Source: an optimization exercise on an open RTL-to-GDS flow (aim: small area). Production flows keep margins and buffers that such runs may drop.
RTL that was checked went through simulation tests only; none was proved equivalent to the original.
Only the layout flow was run in runs 2 to 4; the RTL was not checked for function there.
Power figures rest on the tool's default switching activity, not on a simulated workload.

## flow/design.v (module list and top-level ports; edited modules follow where they fit)
// module agc_stream: 244 lines
// module agc_pre32: 10 lines
// module agc_gt16: 13 lines
// module agc_maj: 3 lines
// module agc_ao8: 7 lines
// module agc_fa: 4 lines
// module agc_ha: 4 lines
// module agc_bsel: 3 lines
// module agc_bpp: 5 lines
// module agc_lane: 723 lines
module agc_stream #(
  parameter int          WIN_LOG2 = 10,
  parameter logic [15:0] GAIN_MIN = 16'h0010,
  parameter logic [15:0] GAIN_MAX = 16'h4000
) (
  input  logic        clk,
  input  logic        reset_n,
  input  logic        ce,
  input  logic [31:0] tdata_s,
  input  logic        tvalid_s,
  output logic        tready_s,
  output logic [31:0] tdata_m,
  output logic        tvalid_m,
  input  logic        tready_m,
  input  logic [31:0] haddr_s,
  input  logic [2:0]  hburst_s,
  input  logic [2:0]  hsize_s,
  input  logic [1:0]  htrans_s,
  input  logic [31:0] hwdata_s,
  input  logic        hwrite_s,
  input  logic        hsel_s,
  output logic [31:0] hrdata_s,
  output logic        hreadyout_s,
  output logic        hresp_s,
  output logic        irq
);
  // ...
==> flow/flow/run.sh <==
#!/bin/bash
# The standard layout (standard.sh) with two changes to cell sizing:
#  - after the standard synthesis, every combinational cell is set to its
#    smallest drive strength (flow/downsize.py); the layout's own repair steps
#    size cells up again where timing, slew or load need it;
#  - plain buf_1 cells as the port buffers, instead of the weakest-drive delay
#    buffer that buffer_ports picks by default.
set -euo pipefail
export BUFFER_PORTS_ARGS="-buffer_cell sky130_fd_sc_hd__buf_1"
bash standard.sh synth > synth.log 2>&1
R=orfs/results/$FLOW_PLATFORM/agc_stream/base
python3 flow/downsize.py "$FLOW_HOME/platforms/$FLOW_PLATFORM/lib/sky130_fd_sc_hd__tt_025C_1v80.lib" \
  $R/1_2_yosys.v > downsize.log 2>&1
bash standard.sh > standard.log 2>&1
==> flow/flow/downsize.py <==
#!/usr/bin/env python3
"""Replace every combinational cell of a synthesized netlist by the smallest
drive strength of the same cell (same pins, same function), leaving flip-flops
and clock cells alone.  The layout's repair steps size cells up again where
timing, slew or load need it.  Usage: downsize.py LIB NETLIST"""
import re, sys
lib, netf = sys.argv[1], sys.argv[2]
text = open(lib).read()
area = {}
for c in re.split(r'\n\s*cell\s*\(', text)[1:]:
    n = re.match(r'\s*"?([\w]+)"?', c).group(1)
    a = re.search(r'\barea\s*:\s*([\d.]+)', c)
    if a:
        area[n] = float(a.group(1))
skip = re.compile(r'__(df|edf|sdf|dl|clk|conb|tap|fill|decap|lpflow|probe)')
net = open(netf).read()
count = 0
out = []
for line in net.split('\n'):
    m = re.match(r'^(\s*)(sky130_fd_sc_hd__\w+)(\s+\S+\s*\(.*)$', line)
    if m:
        t = m.group(2)
        mm = re.match(r'(sky130_fd_sc_hd__\w+?)_(\d+)$', t)
        if mm and not skip.search(t):
            base = mm.group(1)
            for s in ('0', '1', '2'):
                cand = f'{base}_{s}'
                if cand in area and cand != t and area[cand] < area[t]:
                    line = m.group(1) + cand + m.group(3)
                    count += 1
                    break
    out.append(line)
open(netf, 'w').write('\n'.join(out))
print(f'downsize: {count} cells')
==> flow/standard.sh <==
#!/bin/bash
# synth_recipe.tcl (not shown) runs the flow's synth.tcl, then flattens the netlist and writes it again
# the make line also repeats each setting of config.mk as NAME=value (left out here)
make -C /OpenROAD-flow-scripts/flow DESIGN_CONFIG=/design/flow/config.mk WORK_HOME=/design/flow/orfs CLKGATE_MAP_FILE= SYNTH_SCRIPT=/design/flow/synth_recipe.tcl "${@:-finish}"
==> flow/config.mk <==
export PLATFORM = sky130hd
export DESIGN_NAME = agc_stream
export DESIGN_NICKNAME = agc_stream
export VERILOG_FILES = /design/flow/design.v
export SDC_FILE = /design/flow/constraint.sdc
export NUM_CORES = 4
export LEC_CHECK = 0
export CAP_MARGIN = 10
export CORE_MARGIN = 2
export CORE_UTILIZATION = 55
export SLEW_MARGIN = 10
export SYNTH_HIERARCHICAL = 1
==> flow/constraint.sdc <==
create_clock -name core_clock -period 9.0 [get_ports {clk}]
set_input_delay 1.8000 -clock core_clock [delete_from_list [all_inputs] [get_ports {clk}]]
set_output_delay 1.8000 -clock core_clock [all_outputs]
set_load 0.01 [all_outputs]
==> results by group, run 1 <==
Clocking
  • Clock sinks: 195
  • H-tree levels: 4
  • CTS tree: built
  • Post-CTS setup buffer count: 0

Timing
  • Setup ws final: 0.593 ns
  • Fin crit period: 8.41 ns
  • Period utilization: 93.4%
  • Worst Skew: 0.0105 ns

Global routing
  • Initial antenna violation count: 2
  • Pin count of the biggest net entering global routing: 59
  • GR met1 Demand/Resource: 42.5%
  • Gr ovfl total: 0

Outcome
  • Outcome: finished clean

Final layout
  • Final non-filler cell area: 25800 µm²
  • Non-clk invs: 183
  • Fraction of area in registers: 16.4%
  • Bufs w/o clock: 221
  • Most frequent cells in the layout: 334 x xor2_1, 269 x nand2_1, 256 x fa_1
  • Fillers: 3781

Drt
  • Met3 routed WL: 5.26 mm
  • Remaining routing DRC violations: 0

Yosys
  • Cells after Synth: 2606

Setup path
  • CP max stage delay: 0.39 ns
  • Crit path required time: 9.34 ns
  • Critical path class: in2reg
  • WP data arrival: 8.75 ns
  • CP top delay family: adder cells

Floorplanning
  • Width of the chip: 211 µm
  • Num ports: 180

Power
  • Power Density: 221 nW/µm²

Hold path
  • HP Class: reg2reg
==> inputs of run 2 (changes only) <==
--- a/flow/design.v
+++ b/flow/design.v
@@ -607,19 +607,19 @@
   wire w3 = ~pp2_16;
   wire w4 = ~pp3_16;
   wire w5 = ~sn3;
   wire w6 = ~sn3;
   wire w7 = ~pp5_16;
   wire w8 = ~pp6_16;
   wire w9 = ~pp7_16;
   wire w10, w11;
-  agc_ha h11 (.a(neg5), .b(pp0_10), .s(w10), .co(w11));
+  agc_fa f11 (.a(neg5), .b(pp0_10), .c(pp1_8), .s(w10), .co(w11));
   wire w12, w13;
-  agc_ha h13 (.a(pp0_11), .b(pp1_9), .s(w12), .co(w13));
+  agc_fa f13 (.a(pp0_11), .b(pp1_9), .c(pp2_7), .s(w12), .co(w13));
   wire w14, w15;
   agc_fa f15 (.a(neg6), .b(pp0_12), .c(pp1_10), .s(w14), .co(w15));
   wire w16, w17;
   agc_ha h17 (.a(pp2_8), .b(pp3_6), .s(w16), .co(w17));
   wire w18, w19;
   agc_fa f19 (.a(pp0_13), .b(pp1_11), .c(pp2_9), .s(w18), .co(w19));
   wire w20, w21;
   agc_ha h21 (.a(pp3_7), .b(pp4_5), .s(w20), .co(w21));
@@ -667,39 +667,39 @@
   agc_fa f63 (.a(sn2), .b(pp3_15), .c(pp4_13), .s(w62), .co(w63));
   wire w64, w65;
   agc_ha h65 (.a(pp5_11), .b(pp6_9), .s(w64), .co(w65));
   wire w66, w67;
   agc_ha h67 (.a(pp4_14), .b(pp5_12), .s(w66), .co(w67));
   wire w68, w69;
   agc_ha h69 (.a(w5), .b(pp4_15), .s(w68), .co(w69));
   wire w70, w71;
-  agc_ha h71 (.a(neg3), .b(pp0_6), .s(w70), .co(w71));
+  agc_fa f71 (.a(neg3), .b(pp0_6), .c(pp1_4), .s(w70), .co(w71));
   wire w72, w73;
-  agc_ha h73 (.a(pp0_7), .b(pp1_5), .s(w72), .co(w73));
+  agc_fa f73 (.a(pp0_7), .b(pp1_5), .c(pp2_3), .s(w72), .co(w73));
   wire w74, w75;
   agc_fa f75 (.a(neg4), .b(pp0_8), .c(pp1_6), .s(w74), .co(w75));
   wire w76, w77;
-  agc_ha h77 (.a(pp2_4), .b(pp3_2), .s(w76), .co(w77));
+  agc_fa f77 (.a(pp2_4), .b(pp3_2), .c(pp4_0), .s(w76), .co(w77));
   wire w78, w79;
   agc_fa f79 (.a(pp0_9), .b(pp1_7), .c(pp2_5), .s(w78), .co(w79));
   wire w80, w81;
-  agc_ha h81 (.a(pp3_3), .b(pp4_1), .s(w80), .co(w81));
+  agc_fa f81 (.a(pp3_3), .b(pp4_1), .c(w75), .s(w80), .co(w81));
   wire w82, w83;
-  agc_fa f83 (.a(pp1_8), .b(pp2_6), .c(pp3_4), .s(w82), .co(w83));
+  agc_fa f83 (.a(pp2_6), .b(pp3_4), .c(pp4_2), .s(w82), .co(w83));
   wire w84, w85;
-  agc_fa f85 (.a(pp4_2), .b(pp5_0), .c(w81), .s(w84), .co(w85));
+  agc_fa f85 (.a(pp5_0), .b(w79), .c(w10), .s(w84), .co(w85));
   wire w86, w87;
-  agc_fa f87 (.a(pp2_7), .b(pp3_5), .c(pp4_3), .s(w86), .co(w87));
+  agc_fa f87 (.a(pp3_5), .b(pp4_3), .c(pp5_1), .s(w86), .co(w87));
   wire w88, w89;
-  agc_fa f89 (.a(pp5_1), .b(w11), .c(w12), .s(w88), .co(w89));
+  agc_fa f89 (.a(w11), .b(w83), .c(w12), .s(w88), .co(w89));
   wire w90, w91;
   agc_fa f91 (.a(pp4_4), .b(pp5_2), .c(pp6_0), .s(w90), .co(w91));
   wire w92, w93;
-  agc_fa f93 (.a(w13), .b(w16), .c(w87), .s(w92), .co(w93));
+  agc_fa f93 (.a(w16), .b(w13), .c(w87), .s(w92), .co(w93));
   wire w94, w95;
   agc_fa f95 (.a(pp5_3), .b(pp6_1), .c(w17), .s(w94), .co(w95));
   wire w96, w97;
   agc_fa f97 (.a(w20), .b(w15), .c(w91), .s(w96), .co(w97));
   wire w98, w99;
   agc_fa f99 (.a(pp7_0), .b(w21), .c(w26), .s(w98), .co(w99));
   wire w100, w101;
   agc_fa f101 (.a(w19), .b(w22), .c(w24), .s(w100), .co(w101));
@@ -743,35 +743,35 @@
   agc_fa f139 (.a(w6), .b(pp4_16), .c(pp5_14), .s(w138), .co(w139));
   wire w140, w141;
   agc_fa f141 (.a(pp6_12), .b(pp7_10), .c(w69), .s(w140), .co(w141));
   wire w142, w143;
   agc_fa f143 (.a(sn4), .b(sn3), .c(pp5_15), .s(w142), .co(w143));
   wire w144, w145;
   agc_ha h145 (.a(pp6_13), .b(pp7_11), .s(w144), .co(w145));
   wire w146, w147;
-  agc_ha h147 (.a(pp6_14), .b(pp7_12), .s(w146), .co(w147));
+  agc_fa f147 (.a(pp6_14), .b(pp7_12), .c(w7), .s(w146), .co(w147));
   wire w148, w149;
-  agc_ha h149 (.a(sn5), .b(pp6_15), .s(w148), .co(w149));
+  agc_fa f149 (.a(sn5), .b(pp6_15), .c(pp7_13), .s(w148), .co(w149));
   wire w150, w151;
-  agc_ha h151 (.a(neg2), .b(pp0_4), .s(w150), .co(w151));
+  agc_fa f151 (.a(neg2), .b(pp0_4), .c(pp1_2), .s(w150), .co(w151));
   wire w152, w153;
-  agc_ha h153 (.a(pp0_5), .b(pp1_3), .s(w152), .co(w153));
+  agc_fa f153 (.a(pp0_5), .b(pp1_3), .c(pp2_1), .s(w152), .co(w153));
   wire w154, w155;
-  agc_fa f155 (.a(pp1_4), .b(pp2_2), .c(pp3_0), .s(w154), .co(w155));
+  agc_fa f155 (.a(pp2_2), .b(pp3_0), .c(w153), .s(w154), .co(w155));
   wire w156, w157;
-  agc_fa f157 (.a(pp2_3), .b(pp3_1), .c(w71), .s(w156), .co(w157));
+  agc_fa f157 (.a(pp3_1), .b(w71), .c(w72), .s(w156), .co(w157));
   wire w158, w159;
-  agc_fa f159 (.a(pp4_0), .b(w73), .c(w76), .s(w158), .co(w159));
+  agc_fa f159 (.a(w73), .b(w74), .c(w76), .s(w158), .co(w159));
   wire w160, w161;
-  agc_fa f161 (.a(w77), .b(w80), .c(w75), .s(w160), .co(w161));
+  agc_fa f161 (.a(w77), .b(w78), .c(w80), .s(w160), .co(w161));
   wire w162, w163;
-  agc_fa f163 (.a(w10), .b(w79), .c(w82), .s(w162), .co(w163));
+  agc_fa f163 (.a(w82), .b(w81), .c(w84), .s(w162), .co(w163));
   wire w164, w165;
-  agc_fa f165 (.a(w83), .b(w86), .c(w85), .s(w164), .co(w165));
+  agc_fa f165 (.a(w86), .b(w85), .c(w88), .s(w164), .co(w165));
   wire w166, w167;
   agc_fa f167 (.a(w14), .b(w90), .c(w89), .s(w166), .co(w167));
   wire w168, w169;
   agc_fa f169 (.a(w18), .b(w94), .c(w93), .s(w168), .co(w169));
   wire w170, w171;
   agc_fa f171 (.a(w95), .b(w98), .c(w97), .s(w170), .co(w171));
   wire w172, w173;
   agc_fa f173 (.a(w99), .b(w101), .c(w102), .s(w172), .co(w173));
@@ -791,43 +791,43 @@
   agc_fa f187 (.a(w130), .b(w127), .c(w129), .s(w186), .co(w187));
   wire w188, w189;
   agc_fa f189 (.a(w131), .b(w134), .c(w136), .s(w188), .co(w189));
   wire w190, w191;
   agc_fa f191 (.a(w135), .b(w138), .c(w140), .s(w190), .co(w191));
   wire w192, w193;
   agc_fa f193 (.a(w144), .b(w139), .c(w142), .s(w192), .co(w193));
   wire w194, w195;
-  agc_fa f195 (.a(w7), .b(w145), .c(w146), .s(w194), .co(w195));
+  agc_fa f195 (.a(w145), .b(w143), .c(w146), .s(w194), .co(w195));
   wire w196, w197;
-  agc_fa f197 (.a(pp7_13), .b(pp5_16), .c(w147), .s(w196), .co(w197));
+  agc_fa f197 (.a(pp5_16), .b(w147), .c(w148), .s(w196), .co(w197));
   wire w198, w199;
-  agc_ha h199 (.a(pp7_14), .b(w8), .s(w198), .co(w199));
+  agc_fa f199 (.a(pp7_14), .b(w8), .c(w149), .s(w198), .co(w199));
   wire w200, w201;
-  agc_ha h201 (.a(sn6), .b(pp7_15), .s(w200), .co(w201));
+  agc_fa f201 (.a(sn6), .b(pp7_15), .c(pp6_16), .s(w200), .co(w201));
   wire w202, w203;
-  agc_ha h203 (.a(neg1), .b(pp0_2), .s(w202), .co(w203));
+  agc_fa f203 (.a(neg1), .b(pp0_2), .c(pp1_0), .s(w202), .co(w203));
   wire w204, w205;
-  agc_ha h205 (.a(pp0_3), .b(pp1_1), .s(w204), .co(w205));
+  agc_fa f205 (.a(pp0_3), .b(pp1_1), .c(w203), .s(w204), .co(w205));
   wire w206, w207;
-  agc_fa f207 (.a(pp1_2), .b(pp2_0), .c(w205), .s(w206), .co(w207));
+  agc_fa f207 (.a(pp2_0), .b(w150), .c(w205), .s(w206), .co(w207));
   wire w208, w209;
-  agc_fa f209 (.a(pp2_1), .b(w151), .c(w152), .s(w208), .co(w209));
+  agc_fa f209 (.a(w151), .b(w152), .c(w207), .s(w208), .co(w209));
   wire w210, w211;
-  agc_fa f211 (.a(w153), .b(w70), .c(w154), .s(w210), .co(w211));
+  agc_fa f211 (.a(w70), .b(w154), .c(w209), .s(w210), .co(w211));
   wire w212, w213;
-  agc_fa f213 (.a(w72), .b(w155), .c(w156), .s(w212), .co(w213));
+  agc_fa f213 (.a(w155), .b(w156), .c(w211), .s(w212), .co(w213));
   wire w214, w215;
-  agc_fa f215 (.a(w74), .b(w157), .c(w158), .s(w214), .co(w215));
+  agc_fa f215 (.a(w157), .b(w158), .c(w213), .s(w214), .co(w215));
   wire w216, w217;
-  agc_fa f217 (.a(w78), .b(w159), .c(w160), .s(w216), .co(w217));
+  agc_fa f217 (.a(w159), .b(w160), .c(w215), .s(w216), .co(w217));
   wire w218, w219;
-  agc_fa f219 (.a(w84), .b(w161), .c(w162), .s(w218), .co(w219));
+  agc_fa f219 (.a(w161), .b(w162), .c(w217), .s(w218), .co(w219));
   wire w220, w221;
-  agc_fa f221 (.a(w88), .b(w163), .c(w164), .s(w220), .co(w221));
+  agc_fa f221 (.a(w163), .b(w164), .c(w219), .s(w220), .co(w221));
   wire w222, w223;
   agc_fa f223 (.a(w92), .b(w165), .c(w166), .s(w222), .co(w223));
   wire w224, w225;
   agc_fa f225 (.a(w96), .b(w167), .c(w168), .s(w224), .co(w225));
   wire w226, w227;
   agc_fa f227 (.a(w100), .b(w169), .c(w170), .s(w226), .co(w227));
   wire w228, w229;
   agc_fa f229 (.a(w104), .b(w171), .c(w172), .s(w228), .co(w229));
@@ -847,170 +847,142 @@
   agc_fa f243 (.a(w132), .b(w185), .c(w186), .s(w242), .co(w243));
   wire w244, w245;
   agc_fa f245 (.a(w133), .b(w188), .c(w187), .s(w244), .co(w245));
   wire w246, w247;
   agc_fa f247 (.a(w137), .b(w190), .c(w189), .s(w246), .co(w247));
   wire w248, w249;
   agc_fa f249 (.a(w141), .b(w192), .c(w191), .s(w248), .co(w249));
   wire w250, w251;
-  agc_fa f251 (.a(w143), .b(w194), .c(w193), .s(w250), .co(w251));
+  agc_fa f251 (.a(w193), .b(w194), .c(w249), .s(w250), .co(w251));
   wire w252, w253;
-  agc_fa f253 (.a(w148), .b(w196), .c(w195), .s(w252), .co(w253));
+  agc_fa f253 (.a(w196), .b(w195), .c(w251), .s(w252), .co(w253));
   wire w254, w255;
-  agc_fa f255 (.a(w149), .b(w198), .c(w197), .s(w254), .co(w255));
+  agc_fa f255 (.a(w197), .b(w198), .c(w253), .s(w254), .co(w255));
   wire w256, w257;
-  agc_fa f257 (.a(pp6_16), .b(w199), .c(w200), .s(w256), .co(w257));
+  agc_fa f257 (.a(w200), .b(w199), .c(w255), .s(w256), .co(w257));
   wire w258, w259;
-  agc_ha h259 (.a(w9), .b(w201), .s(w258), .co(w259));
+  agc_fa f259 (.a(w9), .b(w201), .c(w257), .s(w258), .co(w259));
   wire w260, w261;
-  agc_ha h261 (.a(sn7), .b(pp7_16), .s(w260), .co(w261));
-  wire w262, w263;
-  agc_ha h263 (.a(neg0), .b(pp0_0), .s(w262), .co(w263));
+  agc_fa f261 (.a(sn7), .b(pp7_16), .c(w259), .s(w260), .co(w261));
+  wire w262 = neg0 | pp0_0;
+  wire w263 = neg0 & pp0_0;
   wire w264, w265;
-  agc_ha h265 (.a(pp1_0), .b(w202), .s(w264), .co(w265));
+  agc_ha h265 (.a(w222), .b(w221), .s(w264), .co(w265));
   wire w266, w267;
-  agc_ha h267 (.a(w203), .b(w204), .s(w266), .co(w267));
+  agc_ha h267 (.a(w223), .b(w224), .s(w266), .co(w267));
   wire w268, w269;
-  agc_ha h269 (.a(w150), .b(w206), .s(w268), .co(w269));
+  agc_ha h269 (.a(w225), .b(w226), .s(w268), .co(w269));
   wire w270, w271;
-  agc_ha h271 (.a(w207), .b(w208), .s(w270), .co(w271));
+  agc_ha h271 (.a(w227), .b(w228), .s(w270), .co(w271));
   wire w272, w273;
-  agc_ha h273 (.a(w209), .b(w210), .s(w272), .co(w273));
+  agc_ha h273 (.a(w229), .b(w230), .s(w272), .co(w273));
   wire w274, w275;
-  agc_ha h275 (.a(w211), .b(w212), .s(w274), .co(w275));
+  agc_ha h275 (.a(w231), .b(w232), .s(w274), .co(w275));
   wire w276, w277;
-  agc_ha h277 (.a(w213), .b(w214), .s(w276), .co(w277));
+  agc_ha h277 (.a(w233), .b(w234), .s(w276), .co(w277));
   wire w278, w279;
-  agc_ha h279 (.a(w215), .b(w216), .s(w278), .co(w279));
+  agc_ha h279 (.a(w235), .b(w236), .s(w278), .co(w279));
   wire w280, w281;
-  agc_ha h281 (.a(w217), .b(w218), .s(w280), .co(w281));
+  agc_ha h281 (.a(w237), .b(w238), .s(w280), .co(w281));
   wire w282, w283;
-  agc_ha h283 (.a(w219), .b(w220), .s(w282), .co(w283));
+  agc_ha h283 (.a(w239), .b(w240), .s(w282), .co(w283));
   wire w284, w285;
-  agc_ha h285 (.a(w221), .b(w222), .s(w284), .co(w285));
+  agc_ha h285 (.a(w241), .b(w242), .s(w284), .co(w285));
   wire w286, w287;
-  agc_ha h287 (.a(w223), .b(w224), .s(w286), .co(w287));
-  wire w288, w289;
-  agc_ha h289 (.a(w225), .b(w226), .s(w288), .co(w289));
-  wire w290, w291;
-  agc_ha h291 (.a(w227), .b(w228), .s(w290), .co(w291));
-  wire w292, w293;
-  agc_ha h293 (.a(w229), .b(w230), .s(w292), .co(w293));
-  wire w294, w295;
-  agc_ha h295 (.a(w231), .b(w232), .s(w294), .co(w295));
-  wire w296, w297;
-  agc_ha h297 (.a(w233), .b(w234), .s(w296), .co(w297));
-  wire w298, w299;
-  agc_ha h299 (.a(w235), .b(w236), .s(w298), .co(w299));
-  wire w300, w301;
-  agc_ha h301 (.a(w237), .b(w238), .s(w300), .co(w301));
-  wire w302, w303;
-  agc_ha h303 (.a(w239), .b(w240), .s(w302), .co(w303));
-  wire w304, w305;
-  agc_ha h305 (.a(w241), .b(w242), .s(w304), .co(w305));
-  wire w306, w307;
-  agc_ha h307 (.a(w243), .b(w244), .s(w306), .co(w307));
-  wire w308 = pp0_1 & w263;
-  wire w309 = pp0_1 & w262;
-  wire w310 = w267 | (w266 & w265);
-  wire w311 = w266 & w264;
-  wire w312 = w271 | (w270 & w269);
-  wire w313 = w270 & w268;
-  wire w314 = w275 | (w274 & w273);
-  wire w315 = w274 & w272;
-  wire w316 = w279 | (w278 & w277);
-  wire w317 = w278 & w276;
-  wire w318 = w283 | (w282 & w281);
-  wire w319 = w282 & w280;
-  wire w320 = w287 | (w286 & w285);
-  wire w321 = w286 & w284;
-  wire w322 = w291 | (w290 & w289);
-  wire w323 = w290 & w288;
-  wire w324 = w295 | (w294 & w293);
-  wire w325 = w294 & w292;
-  wire w326 = w299 | (w298 & w297);
-  wire w327 = w298 & w296;
-  wire w328 = w303 | (w302 & w301);
-  wire w329 = w302 & w300;
-  wire w330 = w307 | (w306 & w305);
-  wire w331 = w306 & w304;
-  wire w332 = w310 | (w311 & w308);
-  wire w333 = w311 & w309;
-  wire w334 = w314 | (w315 & w312);
-  wire w335 = w315 & w313;
-  wire w336 = w318 | (w319 & w316);
-  wire w337 = w319 & w317;
-  wire w338 = w322 | (w323 & w320);
-  wire w339 = w323 & w321;
-  wire w340 = w326 | (w327 & w324);
-  wire w341 = w327 & w325;
-  wire w342 = w330 | (w331 & w328);
-  wire w343 = w331 & w329;
-  wire w344 = w334 | (w335 & w332);
-  wire w345 = w335 & w333;
-  wire w346 = w338 | (w339 & w336);
-  wire w347 = w339 & w337;
-  wire w348 = w342 | (w343 & w340);
-  wire w349 = w343 & w341;
-  wire w350 = w346 | (w347 & w344);
-  wire w351 = w347 & w345;
-  wire w352 = w348 | (w349 & w350);
-  wire w353 = w349 & w351;
-  wire w354 = w336 | (w337 & w344);
-  wire w355 = w337 & w345;
-  wire w356 = w340 | (w341 & w350);
-  wire w357 = w341 & w351;
-  wire w358 = w312 | (w313 & w332);
-  wire w359 = w313 & w333;
-  wire w360 = w316 | (w317 & w344);
-  wire w361 = w317 & w345;
-  wire w362 = w320 | (w321 & w354);
-  wire w363 = w321 & w355;
-  wire w364 = w324 | (w325 & w350);
-  wire w365 = w325 & w351;
-  wire w366 = w328 | (w329 & w356);
-  wire w367 = w329 & w357;
-  wire w368 = w265 | (w264 & w308);
-  wire w369 = w264 & w309;
-  wire w370 = w269 | (w268 & w332);
-  wire w371 = w268 & w333;
-  wire w372 = w273 | (w272 & w358);
-  wire w373 = w272 & w359;
-  wire w374 = w277 | (w276 & w344);
-  wire w375 = w276 & w345;
-  wire w376 = w281 | (w280 & w360);
-  wire w377 = w280 & w361;
-  wire w378 = w285 | (w284 & w354);
-  wire w379 = w284 & w355;
-  wire w380 = w289 | (w288 & w362);
-  wire w381 = w288 & w363;
-  wire w382 = w293 | (w292 & w350);
-  wire w383 = w292 & w351;
-  wire w384 = w297 | (w296 & w364);
-  wire w385 = w296 & w365;
-  wire w386 = w301 | (w300 & w356);
-  wire w387 = w300 & w357;
-  wire w388 = w305 | (w304 & w366);
-  wire w389 = w304 & w367;
-  wire w390 = w276 ^ w344;
-  wire w391 = w278 ^ w374;
-  wire w392 = w280 ^ w360;
-  wire w393 = w282 ^ w376;
-  wire w394 = w284 ^ w354;
-  wire w395 = w286 ^ w378;
-  wire w396 = w288 ^ w362;
-  wire w397 = w290 ^ w380;
-  wire w398 = w292 ^ w350;
-  wire w399 = w294 ^ w382;
-  wire w400 = w296 ^ w364;
-  wire w401 = w298 ^ w384;
-  wire w402 = w300 ^ w356;
-  wire w403 = w302 ^ w386;
-  wire w404 = w304 ^ w366;
-  wire w405 = w306 ^ w388;
-  wire zr = ((w248 ^ w247) ~^ (w246 | w245)) & ((w250 ^ w249) ~^ (w248 | w247)) & ((w252 ^ w251) ~^ (w250 | w249)) & ((w254 ^ w253) ~^ (w252 | w251)) & ((w256 ^ w255) ~^ (w254 | w253)) & ((w258 ^ w257) ~^ (w256 | w255)) & ((w260 ^ w259) ~^ (w258 | w257));
+  agc_ha h287 (.a(w243), .b(w244), .s(w286), .co(w287));
+  wire w288 = pp0_1 & w263;
+  wire w289 = pp0_1 & w262;
+  wire w290 = w204 & w202;
+  wire w291 = w208 & w206;
+  wire w292 = w212 & w210;
+  wire w293 = w216 & w214;
+  wire w294 = w220 & w218;
+  wire w295 = w267 | (w266 & w265);
+  wire w296 = w266 & w264;
+  wire w297 = w271 | (w270 & w269);
+  wire w298 = w270 & w268;
+  wire w299 = w275 | (w274 & w273);
+  wire w300 = w274 & w272;
+  wire w301 = w279 | (w278 & w277);
+  wire w302 = w278 & w276;
+  wire w303 = w283 | (w282 & w281);
+  wire w304 = w282 & w280;
+  wire w305 = w287 | (w286 & w285);
+  wire w306 = w286 & w284;
+  wire w307 = w290 & w288;
+  wire w308 = w290 & w289;
+  wire w309 = w292 & w291;
+  wire w310 = w294 & w293;
+  wire w311 = w297 | (w298 & w295);
+  wire w312 = w298 & w296;
+  wire w313 = w301 | (w302 & w299);
+  wire w314 = w302 & w300;
+  wire w315 = w305 | (w306 & w303);
+  wire w316 = w306 & w304;
+  wire w317 = w309 & w307;
+  wire w318 = w309 & w308;
+  wire w319 = w312 & w310;
+  wire w320 = w315 | (w316 & w313);
+  wire w321 = w316 & w314;
+  wire w322 = w311 | (w319 & w317);
+  wire w323 = w319 & w318;
+  wire w324 = w320 | (w321 & w322);
+  wire w325 = w321 & w323;
+  wire w326 = w310 & w317;
+  wire w327 = w310 & w318;
+  wire w328 = w313 | (w314 & w322);
+  wire w329 = w314 & w323;
+  wire w330 = w291 & w307;
+  wire w331 = w291 & w308;
+  wire w332 = w293 & w317;
+  wire w333 = w293 & w318;
+  wire w334 = w295 | (w296 & w326);
+  wire w335 = w296 & w327;
+  wire w336 = w299 | (w300 & w322);
+  wire w337 = w300 & w323;
+  wire w338 = w303 | (w304 & w328);
+  wire w339 = w304 & w329;
+  wire w340 = w202 & w288;
+  wire w341 = w202 & w289;
+  wire w342 = w206 & w307;
+  wire w343 = w206 & w308;
+  wire w344 = w210 & w330;
+  wire w345 = w210 & w331;
+  wire w346 = w214 & w317;
+  wire w347 = w214 & w318;
+  wire w348 = w218 & w332;
+  wire w349 = w218 & w333;
+  wire w350 = w265 | (w264 & w326);
+  wire w351 = w264 & w327;
+  wire w352 = w269 | (w268 & w334);
+  wire w353 = w268 & w335;
+  wire w354 = w273 | (w272 & w322);
+  wire w355 = w272 & w323;
+  wire w356 = w277 | (w276 & w336);
+  wire w357 = w276 & w337;
+  wire w358 = w281 | (w280 & w328);
+  wire w359 = w280 & w329;
+  wire w360 = w285 | (w284 & w338);
+  wire w361 = w284 & w339;
+  wire w362 = w214 ^ w317;
+  wire w363 = w216 ^ w346;
+  wire w364 = w218 ^ w332;
+  wire w365 = w220 ^ w348;
+  wire w366 = w264 ^ w326;
+  wire w367 = w266 ^ w350;
+  wire w368 = w268 ^ w334;
+  wire w369 = w270 ^ w352;
+  wire w370 = w272 ^ w322;
+  wire w371 = w274 ^ w354;
+  wire w372 = w276 ^ w336;
+  wire w373 = w278 ^ w356;
+  wire w374 = w280 ^ w328;
+  wire w375 = w282 ^ w358;
+  wire w376 = w284 ^ w338;
+  wire w377 = w286 ^ w360;
+  wire zr = ((w248 ^ w247) ~^ (w246 | w245)) & ((w250 ^ 1'b0) ~^ (w248 | w247)) & ((w252 ^ 1'b0) ~^ (w250 | 1'b0)) & ((w254 ^ 1'b0) ~^ (w252 | 1'b0)) & ((w256 ^ 1'b0) ~^ (w254 | 1'b0)) & ((w258 ^ 1'b0) ~^ (w256 | 1'b0)) & ((w260 ^ 1'b0) ~^ (w258 | 1'b0));
   wire zx0 = w246 ^ w245;
-  wire c24 = w352;
-  wire [15:0] q = {w405, w404, w403, w402, w401, w400, w399, w398, w397, w396, w395, w394, w393, w392, w391, w390};
+  wire c24 = w324;
+  wire [15:0] q = {w377, w376, w375, w374, w373, w372, w371, w370, w369, w368, w367, w366, w365, w364, w363, w362};
   assign sat = !(zr & (zx0 == c24));
   assign y   = sat ? {x[15], {15{~x[15]}}} : {~q[15], q[14:0]};
 endmodule
==> flow/flow/run.sh (replaced) <==
#!/bin/bash
# The standard layout (standard.sh), with plain buf_1 cells as the port buffers
# instead of the weakest-drive delay buffer that buffer_ports picks by default.
set -euo pipefail
export BUFFER_PORTS_ARGS="-buffer_cell sky130_fd_sc_hd__buf_1"
bash standard.sh > standard.log 2>&1
removed: flow/flow/downsize.py
==> run 2 against run 1 <==
  * Fmax down 2.3%
  * First-iteration DRC count fell by 5.9%
  * Register-to-register slack lost 0.02 ns
  * Critical path type unchanged
==> results by group, run 2 <==
Outcome
  • Outcome: finished clean

Final layout
  • Final cell count without fillers: 3258
  • Most common cell after layout, fill and taps aside: xor2_1
  • Top flop regs: r_sat: 32 flops, r_tdata: 32 flops
  • Most frequent cells in the layout: 320 x xor2_1, 288 x fa_1, 263 x nand2_1
  • Layout Nets: 3187
  • Util after Layout: 61.2%
  • Fraction of layout cells with a size suffix above 1: 9.50%
  • Fillers: 3751 (-0.79%)
  • Layout overhead on the synthesized area: 9.99%
  • Final non-filler cell area: 25700 µm² (-0.66%)

Setup path
  • Most frequent CP cell: fa_1
  • Critical path class: in2reg
  • CP top delay family: adder cells
  • Crit path required time: 9.36 ns (+0.02 ns)
  • Crit path max fanout: 31
  • CP max stage delay: 0.47 ns (+0.08 ns)
  • Worst r2r dst: r_sat[28]$_SDFF_PP0_
  • CP bufs+invs: 5
  • WP data arrival: 8.97 ns (+0.22 ns)
  • R2r setup slk: 1.08 ns
  • CP Capture Type: flop
  • CP startpoint kind: primary input
  • Reg-to-reg startpoint: r_gain[1]$_SDFFE_PN0P_
  • CP max-delay cell: fa_1
  • R2R depth: 28
  • Crit path launch: tdata_s[19]

Timing
  • Worst-Margin Slew: 1.30 ns
  • Period utilization: 95.6% (+2.2 points)
  • Fin Hold WS: 0.477 ns
  • Fin crit period: 8.60 ns (+0.194 ns)
  • Final Setup Violations: 0
  • Relative max-transition margin: 13.3%
  • Final setup TNS: 0 ns
  • Hold violation count in the final report: 0
  • Max-slew violations: 0
  • Fmax: 0.116 GHz
  • RSZ-0062 raised after global routing: no
  • Worst Skew: 0.0125 ns (+0.00193 ns)

Yosys
  • Mean post-synth cell area: 9.27 µm²
  • Share of synthesized registers carrying an async set or reset: 0%
  • Synth unique cells: 76
  • EDFF count, synth: 32
  • Top cells by count, synth: 320 x xor2_1, 288 x fa_1, 263 x nand2_1, 249 x o22ai_1, 163 x dfxtp_1
  • Post-synthesis sequential area ratio: 18.1%
  • Largest area contributor in the netlist: fa_1
  • Yosys Warn Count: 7
  • Top post-synthesis cells by area: fa_1 25%, dfxtp_1 14%, xor2_1 12%
  • Synth Register Bits: 195
  • Cells after Synth: 2516 (-3.5%)
  • Yosys top cell area share: 24.7%
  • Synth Cell Area: 23300 µm²
  • Count leader, synth: xor2_1
  • Main synth FF type: dfxtp_1

Power
  • Leak Pwr: 10.2 nW
  • Sw frac: 45.9%
  • Clock Power Share: 14.2%
  • Sw power: 0.00259 W
  • Sequential share of power: 16.4%
  • Max IR drop VDD: 246 µV
  • Power Density: 220 nW/µm² (-0.37%)
  • Int Pwr: 0.00306 W
  • Comb power frac: 69.4%

Global routing
  • GR met1 Demand/Resource: 43.2% (+0.69 points)
  • First-pass GRT wire length: 115 mm
  • Pin count of the biggest net entering global routing: 45 (-24%)
  • Grt peak-use layer: met2
  • Vias in the first global route: 20275
  • GR met3 Demand/Resource: 6.90%
  • Grt met2 use: 55.4%
  • Initial antenna violation count: 1 (-1)
  • Global Route Usage Sum: 34.1%
  • Gr ovfl total: 0 (unchanged)

Clocking
  • Gates resized, CTS repair: 0
  • Worst-skew pair later-pin latency: 0.51 ns
  • CTS buffer count: 17
  • CTS Root Cell: clkbuf_16
  • Clock transition at path regs: 0.08 ns
  • Hold buffers post-CTS: 0
  • H-tree levels: 4 (unchanged)
  • Post-CTS setup buffer count: 0 (unchanged)
  • CTS tree: built
  • Clock sinks: 195 (unchanged)
  • Clock buffer depth: 2

Placed design
  • Placed Area: 25100 µm²
  • Dpl cells: 3224
  • I/O Buffers: 125
  • DP HPWL: 56.2 mm
  • Placer Congestion: 0.964

Drt
  • Remaining antenna violation count: 0
  • Initial DRC Count: 1747
  • WL/cell: 22.8 µm
  • Avg Vias per Cell: 6.20
  • WL final: 74.2 mm
  • TritonRoute pass-1 iters: 7
  • Via Count: 20206
  • Remaining routing DRC violations: 0 (unchanged)

Hold path
  • Worst hold endpoint: r_cnt[3]$_SDFFE_PP0P_
  • Worst hold start: r_cnt[3]$_SDFFE_PP0P_
  • Hold depth: 2
  • HP Class: reg2reg

Floorplanning
  • Die height: 210 µm
  • Width of the chip: 210 µm (-0.41%)
  • Core box area: 41900 µm²
  • Num ports: 180 (unchanged)
  • FP Rows: 75
  • Die Area: 44100 µm²
  • Initial core utilization: 55.6%

Run
  • Max-cap check violation count: 0
run 2: cell count changes in the layout (fill, tap and decap cells not counted), moves of 6 or more:
cell     delta
a21oi_1     -9
buf_4      +16
fa_1       +32
ha_1       -64
inv_1      -20
maj3_1     -52
maj3_2     +52
mux2_1     -16
mux2_2     +12
nand2_1     -6
nor4_1      -6
xor2_1     -14
run 2: per-stage QoR:
| step | setup WS (ns) | total power, W |
|---|---|---|
| floorplan | 0.399 | 0.00383 |
| global placement | 0.0577 | 0.00476 |
| detailed placement | -0.0605 | 0.00486 |
| CTS | 0.469 | 0.00568 |
| global route | 0.0283 | 0.00621 |
| finish | 0.399 | 0.00565 |
run 2: tightest hold or removal path, cell delays in order, from the launching register on:
cell	delay (ns)
dfxtp_1	0.33
nand2_1	0.06
a21oi_1	0.05
run 2: kinds of logic after synthesis:
family	after synthesis	synth area share, %
buffers and inverters	245	4.20
adder cells (fa/ha/maj)	424	31.7
flip-flops	195	18.1
other	6	0.0965
XOR/XNOR	363	13.6
AND/OR/NAND/NOR	673	13.7
multiplexers	79	3.59
AO/OA/AOI/OAI	531	15.0
run 2: power by group through the flow:
stage | combinational [W] | sequential, W | clock (W)
detailed placement | 0.00391 | 0.000947 | 0
global route | 0.00443 | 0.000930 | 0.000853
finish | 0.00392 | 0.000927 | 0.000802
global placement | 0.00381 | 0.000947 | 0
CTS | 0.00394 | 0.000927 | 0.000816
floorplan | 0.00289 | 0.000949 | 0
run 2: worst max path at each step:
stage / to / slack, ns / cells after the start
floorplan: r_tdata[12]$_DFFE_PP_ / 0.40 / 23
global placement: r_sat[10]$_SDFF_PP0_ / 0.06 / 30
detailed placement: r_sat[28]$_SDFF_PP0_ / -0.06 / 30
CTS: r_sat[28]$_SDFF_PP0_ / 0.47 / 30
global route: r_tdata[8]$_DFFE_PP_ / 0.03 / 21
finish: r_sat[28]$_SDFF_PP0_ / 0.40 / 30
run 2: per-layer routing:
layer  routed length [µm]  up-vias
met5                    0        -
met4                 4050        0
met3                 5670      216
met2                34800      910
met1                29700     9921
li1                     -     9159
run 2: final cells by class:
| cell class | instances | area, µm² | share of cell area (%) |
|---|---|---|---|
| repair buffers | 237 | 1350 | 5.25 |
| multi-input cells | 2090 | 18200 | 71.0 |
| clock inverters | 13 | 140 | 0.546 |
| flip-flops and latches | 195 | 4220 | 16.5 |
| clock buffers | 19 | 443 | 1.73 |
| well taps | 539 | 674 | 2.63 |
| diodes | 2 | 5.00 | 0.0195 |
| inverters | 163 | 612 | 2.38 |
run 2: modules after synthesis (local to each module, per instance), a selection:
module | cell area (µm²) | copies in the design | cells
agc_gt16 | 63.8 | 3 | 17
agc_bpp | 8.76 | 240 | 1
agc_pre32 | 394 | 1 | 71
agc_stream | 10400 | 1 | 1142
agc_maj | 11.3 | 48 | 1
agc_bsel | 6.26 | 240 | 1
==> inputs of run 3 (changes only) <==
--- a/flow/config.mk
+++ b/flow/config.mk
@@ -9,3 +9,3 @@
 export CORE_MARGIN = 2
-export CORE_UTILIZATION = 55
+export CORE_UTILIZATION = 70
 export SLEW_MARGIN = 10
==> run 3 against run 2 <==
  * Global-route usage grew 7.2 points
  * Combinational power grew 2%
  * Hold slack gained 0.0041 ns
  * Cell count shrank 2.8%
  * Synthesized area is the same
  * First-iteration DRC count grew 40%
==> results by group, run 3 <==
Yosys
  • Synth Cell Area: 23300 µm² (unchanged)
  • Yosys Warn Count: 7 (unchanged)
  • Mean post-synth cell area: 9.27 µm² (unchanged)
  • Main synth FF type: dfxtp_1
  • Synth Register Bits: 195 (unchanged)
  • Top post-synthesis cells by area: fa_1 25%, dfxtp_1 14%, xor2_1 12%
  • Count leader, synth: xor2_1
  • Synth unique cells: 76 (unchanged)
  • Cells after Synth: 2516 (unchanged)
  • Yosys top cell area share: 24.7% (unchanged)
  • Top cells by count, synth: 320 x xor2_1, 288 x fa_1, 263 x nand2_1, 249 x o22ai_1, 163 x dfxtp_1
  • Post-synthesis sequential area ratio: 18.1% (unchanged)
  • EDFF count, synth: 32 (unchanged)
  • Share of synthesized registers carrying an async set or reset: 0% (unchanged)
  • Largest area contributor in the netlist: fa_1

Setup path
  • CP max-delay cell: fa_1
  • CP Capture Type: flop
  • CP top delay family: adder cells
  • Most frequent CP cell: fa_1
  • Critical path class: in2reg
  • Crit path max fanout: 31 (unchanged)
  • R2r setup slk: 1.05 ns (-0.03 ns)
  • WP data arrival: 8.92 ns (-0.05 ns)
  • CP max stage delay: 0.47 ns (about the same)
  • Crit path required time: 9.33 ns (-0.03 ns)
  • CP bufs+invs: 4 (-1)
  • Reg-to-reg startpoint: r_gain[0]$_SDFFE_PN0P_
  • CP startpoint kind: primary input
  • Crit path launch: tdata_s[19]

Clocking
  • Gates resized, CTS repair: 0 (unchanged)
  • Worst-skew pair later-pin latency: 0.47 ns (-0.04 ns)
  • CTS tree: built
  • Post-CTS setup buffer count: 0 (unchanged)
  • Hold buffers post-CTS: 0 (unchanged)
  • Clock sinks: 195 (unchanged)
  • CTS Root Cell: clkbuf_16
  • CTS buffer count: 17 (unchanged)
  • Clock transition at path regs: 0.09 ns (about the same)
  • Clock buffer depth: 2 (unchanged)
  • H-tree levels: 4 (unchanged)

Timing
  • Relative max-transition margin: 14.5% (+1.2 points)
  • Setup ws final: 0.409 ns (+0.00925 ns)
  • Fin Hold WS: 0.482 ns (+0.00406 ns)
  • Hold violation count in the final report: 0 (unchanged)
  • Worst Skew: 0.0110 ns (-0.00145 ns)
  • Max-slew violations: 0 (unchanged)
  • Period utilization: 95.5% (-0.10 points)
  • Fmax: 0.116 GHz (+0.11%)
  • Worst-Margin Slew: 1.28 ns (-0.0186 ns)
  • RSZ-0062 raised after global routing: no
  • Final Setup Violations: 0 (unchanged)
  • Final setup TNS: 0 ns (unchanged)
  • Fin crit period: 8.59 ns (-0.00925 ns)

Drt
  • Remaining routing DRC violations: 0 (unchanged)
  • TritonRoute pass-1 iters: 8 (+1)
  • Avg Vias per Cell: 6.68 (+7.6%)
  • Initial DRC Count: 2449 (+40%)
  • Remaining antenna violation count: 0 (unchanged)
  • WL final: 72.1 mm (-2.8%)
  • Via Count: 21141 (+4.6%)
  • WL/cell: 22.8 µm (about the same)

Outcome
  • Outcome: finished clean

Placed design
  • Placer Congestion: 0.957 (-0.71%)
  • DP Worst Slack: 0.0504 ns (+0.111 ns)
  • Dpl cells: 3133 (-2.8%)
  • DP HPWL: 53.9 mm (-4.1%)
  • I/O Buffers: 125 (unchanged)

Floorplanning
  • Initial core utilization: 71.3% (+16 points)
  • FP Rows: 66 (-12%)
  • Num ports: 180 (unchanged)
  • Die height: 187 µm (-11%)
  • Width of the chip: 187 µm (-11%)
  • Core box area: 32700 µm² (-22%)
  • Die Area: 34800 µm² (-21%)

Final layout
  • Top flop regs: r_sat: 32 flops, r_tdata: 32 flops
  • Layout overhead on the synthesized area: 9.66%
  • Most frequent cells in the layout: 320 x xor2_1, 288 x fa_1, 263 x nand2_1
  • Final cell count without fillers: 3167 (-2.8%)
  • Fraction of layout cells with a size suffix above 1: 9.51% (+0.016 points)
  • Layout Nets: 3193 (+0.19%)
  • Most common cell after layout, fill and taps aside: xor2_1

Global routing
  • Vias in the first global route: 21489 (+6.0%)
  • Pin count of the biggest net entering global routing: 80 (+78%)
  • First-pass GRT wire length: 113 mm (-1.1%)
  • Global Route Usage Sum: 41.3% (+7.2 points)
  • Initial antenna violation count: 1 (unchanged)
  • Gr ovfl total: 0 (unchanged)

Power
  • Max IR drop VDD: 352 µV (+43%)
  • Leak Pwr: 10.2 nW (about the same)
  • Power Density: 224 nW/µm² (+1.9%)

Run
  • Max-cap check violation count: 0 (unchanged)

Hold path
  • HP Class: reg2reg
  • Worst hold start: r_hyst[15]$_SDFFE_PN0P_
==> run 3: logic make-up after synthesis <==
| kind of cell | synth area share, % |
|---|---|
| flops | 18.1 |
| simple gates | 13.7 |
| mux | 3.59 |
| compound gates | 15.0 |
| fa+ha+maj | 31.7 |
| xor+xnor | 13.6 |
| other cells | 0.0965 |
| buf+inv | 4.20 |
==> run 3: per-layer routing <==
metal  up-vias  wire length [µm]  global-route usage (%)
li1       9165                 -                       -
met1     10202             26100                    49.4
met2      1385             33700                    67.6
met3       389              6800                    7.97
met4         0              5470                    29.0
met5         -                 0                       0
==> run 3: area by class of cell <==
type	instances	area, µm²
clock buffers	17	425
diodes	2	5.00
repair buffers	243	1390
well taps	442	553
multi-input cells	2090	18200
fillers	2288	7120
inverters	163	612
flip-flops and latches	195	4220
clock inverters	15	166
==> run 3: worst paths after layout <==
check	to	cells after the start
setup / recovery	r_sat[5]$_SDFF_PP0_	29
hold / removal	r_hyst[15]$_SDFFE_PN0P_	2
setup reg to reg	r_gain[1]$_SDFFE_PN0P_	24
hold reg to reg	r_hyst[15]$_SDFFE_PN0P_	2
==> run 3: per-module statistics from Yosys (local to each module, per instance), a selection <==
module,times used,flops+latches
agc_ao8,16,0
agc_bsel,240,0
agc_fa,226,0
agc_gt16,3,0
agc_ha,50,0
agc_lane,2,0
agc_maj,48,0
agc_pre32,1,0
agc_stream,1,195
==> run 3: per-stage QoR <==
step	util (%)	power (W)	cell area (µm²)
finish	78.2	0.00574	25600
global route	78.2	0.00621	25600
CTS	78.2	0.00568	25600
detailed placement	76.4	0.00487	25000
global placement	76.4	0.00463	25000
floorplan	-	0.00383	23400
==> run 3: power by group <==
group	leakage, nW	total (W)	switching (W)	internal (W)
combinational	8.30	0.00401	0.00222	0.00179
sequential	1.62	0.000927	0.0000175	0.000910
clock	0.279	0.000806	0.000432	0.000374
==> run 3: worst reg2reg max path, cell delays in order (launching register included) <==
cell and delay, ns:
dfxtp_1 0.39, ha_1 0.22, fa_1 0.38, fa_1 0.40, fa_1 0.40, fa_1 0.40, fa_1 0.41, fa_1 0.40
fa_1 0.42, fa_1 0.40, fa_1 0.39, fa_1 0.38, fa_1 0.40, fa_1 0.39, fa_1 0.39, fa_1 0.40
inv_1 0.08, fa_1 0.41, nand2_1 0.11, a21oi_1 0.05, buf_4 0.15, and2_1 0.28, nand2_1 0.12, mux2i_1 0.09
o311a_1 0.39
==> inputs of run 4 (changes only) <==
--- a/flow/config.mk
+++ b/flow/config.mk
@@ -7,6 +7,6 @@
 export LEC_CHECK = 0
-export CAP_MARGIN = 10
+export CAP_MARGIN = 0
 export CORE_MARGIN = 2
-export CORE_UTILIZATION = 70
-export SLEW_MARGIN = 10
+export CORE_UTILIZATION = 55
+export SLEW_MARGIN = 0
 export SYNTH_HIERARCHICAL = 1
==> run 4 against run 3 <==
  * Via count shrank 4.6%
  * Core utilization shrank 17 points
  * First-iteration DRC count shrank 27%
  * Power shrank 1.5%
  * Combinational power shrank 2%
  * Critical path depth grew 1
  * Largest cell class unchanged
  * Highest routed layer unchanged
==> results by group, run 4 <==
Power
  • Power Density: 220 nW/µm² (-1.8%)
  • Leak Pwr: 10.2 nW (about the same)
  • Max IR drop VDD: 247 µV (-30%)

Clocking
  • Worst-skew pair later-pin latency: 0.51 ns (+0.04 ns)
  • Clock sinks: 195 (unchanged)
  • Post-CTS setup buffer count: 0 (unchanged)
  • Clock transition at path regs: 0.09 ns (about the same)
  • H-tree levels: 4 (unchanged)
  • CTS buffer count: 17 (unchanged)
  • CTS tree: built
  • Gates resized, CTS repair: 0 (unchanged)
  • Clock buffer depth: 2 (unchanged)
  • Hold buffers post-CTS: 0 (unchanged)
  • CTS Root Cell: clkbuf_16

Drt
  • WL/cell: 22.8 µm (about the same)
  • TritonRoute pass-1 iters: 6 (-2)
  • Avg Vias per Cell: 6.19 (-7.2%)
  • Remaining routing DRC violations: 0 (unchanged)
  • WL final: 74.2 mm (+2.9%)
  • Via Count: 20177 (-4.6%)
  • Remaining antenna violation count: 0 (unchanged)
  • Initial DRC Count: 1779 (-27%)

Timing
  • Fin Hold WS: 0.477 ns (-0.00416 ns)
  • Relative max-transition margin: 14.3% (-0.25 points)
  • Worst-Margin Slew: 1.28 ns (+0.00371 ns)
  • Max-slew violations: 0 (unchanged)
  • Fin crit period: 8.59 ns (+0.00138 ns)
  • RSZ-0062 raised after global routing: no
  • Worst Skew: 0.0138 ns (+0.00282 ns)
  • Period utilization: 95.5% (about the same)
  • Setup ws final: 0.407 ns (-0.00138 ns)
  • Hold violation count in the final report: 0 (unchanged)
  • Fmax: 0.116 GHz (about the same)
  • Final Setup Violations: 0 (unchanged)

Final layout
  • Most common cell after layout, fill and taps aside: xor2_1
  • Layout Nets: 3187 (-0.19%)
  • Layout overhead on the synthesized area: 9.97%
  • Fillers: 3750 (+64%)
  • Multi-input logic area: 18200 µm² (unchanged)
  • Most frequent cells in the layout: 320 x xor2_1, 288 x fa_1, 263 x nand2_1
  • FF+latch area: 4220 µm² (unchanged)
  • Util after Layout: 61.2% (-17 points)
  • Fraction of layout cells with a size suffix above 1: 9.46% (-0.053 points)
  • Top flop regs: r_sat: 32 flops, r_tdata: 32 flops

Yosys
  • Yosys Warn Count: 7 (unchanged)
  • Mux contribution to synthesized area: 3.59% (unchanged)
  • Share of synthesized registers carrying an async set or reset: 0% (unchanged)
  • EDFF count, synth: 32 (unchanged)
  • Largest area contributor in the netlist: fa_1
  • Count leader, synth: xor2_1
  • Main synth FF type: dfxtp_1
  • Synth Register Bits: 195 (unchanged)
  • Simple-gate share of the synthesized area: 13.7% (unchanged)
  • Post-Synth XOR/XNOR Area: 13.6% (unchanged)
  • Top post-synthesis cells by area: fa_1 25%, dfxtp_1 14%, xor2_1 12%
  • Post-Synth Adder-Cell Area: 31.7% (unchanged)
  • Yosys top cell area share: 24.7% (unchanged)
  • Post-synthesis compound-gate area fraction: 15.0% (unchanged)
  • Largest family of logic cells by synthesized area: adder cells
  • Synth unique cells: 76 (unchanged)
  • Mean post-synth cell area: 9.27 µm² (unchanged)
  • Top cells by count, synth: 320 x xor2_1, 288 x fa_1, 263 x nand2_1, 249 x o22ai_1, 163 x dfxtp_1
  • Post-synthesis sequential area ratio: 18.1% (unchanged)
  • Cells after Synth: 2516 (unchanged)
  • Synth Cell Area: 23300 µm² (unchanged)

Global routing
  • Vias in the first global route: 20275 (-5.6%)
  • First-pass GRT wire length: 115 mm (+1.2%)
  • Grt met2 use: 55.4% (-12 points)
  • GR met1 Demand/Resource: 43.2% (-6.2 points)
  • Grt peak-use layer: met2
  • Initial antenna violation count: 1 (unchanged)
  • Pin count of the biggest net entering global routing: 45 (-44%)
  • Global Route Usage Sum: 34.1% (-7.2 points)
  • GR met3 Demand/Resource: 6.90% (-1.1 points)
  • Gr ovfl total: 0 (unchanged)

Setup path
  • R2r setup slk: 1.08 ns (+0.03 ns)
  • Crit path required time: 9.37 ns (+0.04 ns)
  • CP max-delay cell: fa_1
  • Critical path class: in2reg
  • CP startpoint kind: primary input
  • Worst r2r dst: r_sat[28]$_SDFF_PP0_
  • Crit path max fanout: 31 (unchanged)
  • CP Capture Type: flop
  • WP data arrival: 8.96 ns (+0.04 ns)
  • CP max stage delay: 0.47 ns (about the same)
  • Reg-to-reg startpoint: r_gain[1]$_SDFFE_PN0P_
  • Most frequent CP cell: fa_1
  • R2R depth: 28 (+17%)

Floorplanning
  • Num ports: 180 (unchanged)
  • Die height: 210 µm (+13%)
  • Width of the chip: 210 µm (+13%)
  • FP Rows: 75 (+14%)
  • Core box area: 41900 µm² (+28%)
  • Initial core utilization: 55.6% (-16 points)
  • Die Area: 44100 µm² (+27%)

Placed design
  • DP HPWL: 56.2 mm (+4.3%)
  • Placer Congestion: 0.964 (+0.71%)
  • DP Worst Slack: -0.0605 ns (-0.111 ns)
  • I/O Buffers: 125 (unchanged)

Hold path
  • HP Class: reg2reg
  • Worst hold endpoint: r_cnt[3]$_SDFFE_PP0P_
  • Worst hold start: r_cnt[3]$_SDFFE_PP0P_
  • Hold depth: 2 (unchanged)

Run
  • Max-cap check violation count: 0 (unchanged)

Outcome
  • Outcome: finished clean
==> run 4: cell counts after synthesis <==
Identical to the previous run, type by type.
==> run 4: critical path: cells and delay by family <==
family | cells | cell delay [ns]
buffers and inverters | 5 | 0.87
AOI/OAI and AO/OA | 3 | 0.51
and+or+nand+nor | 9 | 1.21
adders and majority gates | 10 | 4.09
xor gates and xnor gates | 3 | 0.47
==> run 4: per-layer routing <==
metal | share of wire [%] | vias up | wire length [µm]
met3 | 7.7 | 194 | 5690
met1 | 40 | 9911 | 29700
li1 | - | 9156 | -
met5 | 0 | - | 0
met2 | 47 | 916 | 34900
met4 | 5.3 | 0 | 3960
==> run 4: area by class of cell <==
type | instances | area share, %
Sequential cell | 195 | 16.5
Clock inverter | 13 | 0.546
Tap cell | 539 | 2.63
Inverter | 163 | 2.38
Multi-Input combinational cell | 2090 | 71.0
Timing Repair Buffer | 237 | 5.25
Clock buffer | 19 | 1.73
Antenna cell | 2 | 0.0195
==> run 4: how the worst max path moves through the flow <==
stage / start / slack (ns) / endpoint
4_1_cts: tdata_s[19] / 0.47 / r_sat[28]$_SDFF_PP0_
3_3_place_gp: tdata_s[16] / 0.06 / r_sat[10]$_SDFF_PP0_
5_1_grt: tdata_s[12] / 0.03 / r_tdata[8]$_DFFE_PP_
2_1_floorplan: tdata_s[3] / 0.40 / r_tdata[12]$_DFFE_PP_
6_report: tdata_s[19] / 0.41 / r_sat[28]$_SDFF_PP0_
3_5_place_dp: tdata_s[19] / -0.06 / r_sat[28]$_SDFF_PP0_
==> run 4: logic make-up (layout without fill, tap and decap cells) <==
group	after synthesis	count (layout)
other	6	22
AOI/OAI and AO/OA	531	531
DFF	195	195
and+or+nand+nor	673	673
adders and majority gates	424	424
muxes	79	79
xor gates and xnor gates	363	363
buffers and inverters	245	432
==> run 4: per-stage QoR <==
stage / total power [W] / instances / instance area [µm²] / TNS, ns
after global routing: 0.00621 / 3256 / 25700 / 0
after detailed placement: 0.00486 / 3224 / 25100 / -0.470
after global placement: 0.00476 / 3224 / 25100 / 0
final: 0.00566 / 3258 / 25700 / 0
after CTS: 0.00568 / 3256 / 25700 / 0
after floorplan: 0.00383 / 2530 / 23400 / 0
==> run 4: where the power goes <==
part / total [W] / leakage (nW) / internal, W / switching, W
clock: 0.000802 / 0.287 / 0.000378 / 0.000425
combinational: 0.00393 / 8.29 / 0.00177 / 0.00215
sequential: 0.000927 / 1.62 / 0.000910 / 0.0000171
total: 0.00566 / 10.2 / 0.00306 / 0.00260
==> run 4: Yosys stat by module, one instance, submodules excluded <==
module,cells,flops+latches
agc_stream,1142,195
agc_ao8,5,0
agc_lane,184,0
agc_pre32,71,0
agc_ha,1,0
agc_gt16,17,0
agc_fa,1,0
agc_bpp,1,0
agc_maj,1,0
agc_bsel,1,0

what the ideal ports hide:
In the flow no input, the clock included, has a driving cell. The finished layouts below were timed again as built, in two steps. Step 1 assumes that a clkbuf_16 drives the clock port and a buf_2 every other input. Step 2 moves the port delays by t, midway between the first and last clock arrival at a register: inputs arrive t later, outputs are due t later. That takes back most of the time a late clock gives input paths. a / b / c = ideal ports / drivers / drivers and shift; a / b = the first two.
run | t, ns | slack for setup (ns) | cell pins on the clock port's net
run 1 | 0.546 | 0.593 / 0.510 / -0.036 | 1
run 2 | 0.562 | 0.399 / 0.418 / -0.145 | 1
run 3 | 0.524 | 0.409 / 0.430 / -0.093 | 1
run 4 | 0.564 | 0.407 / 0.427 / -0.137 | 1
Met with ideal ports but missed after step 2: setup timing in every run listed. For run 1, which loses most, drivers alone change the setup slack by -0.083 ns; drivers and shift together by -0.629 ns.
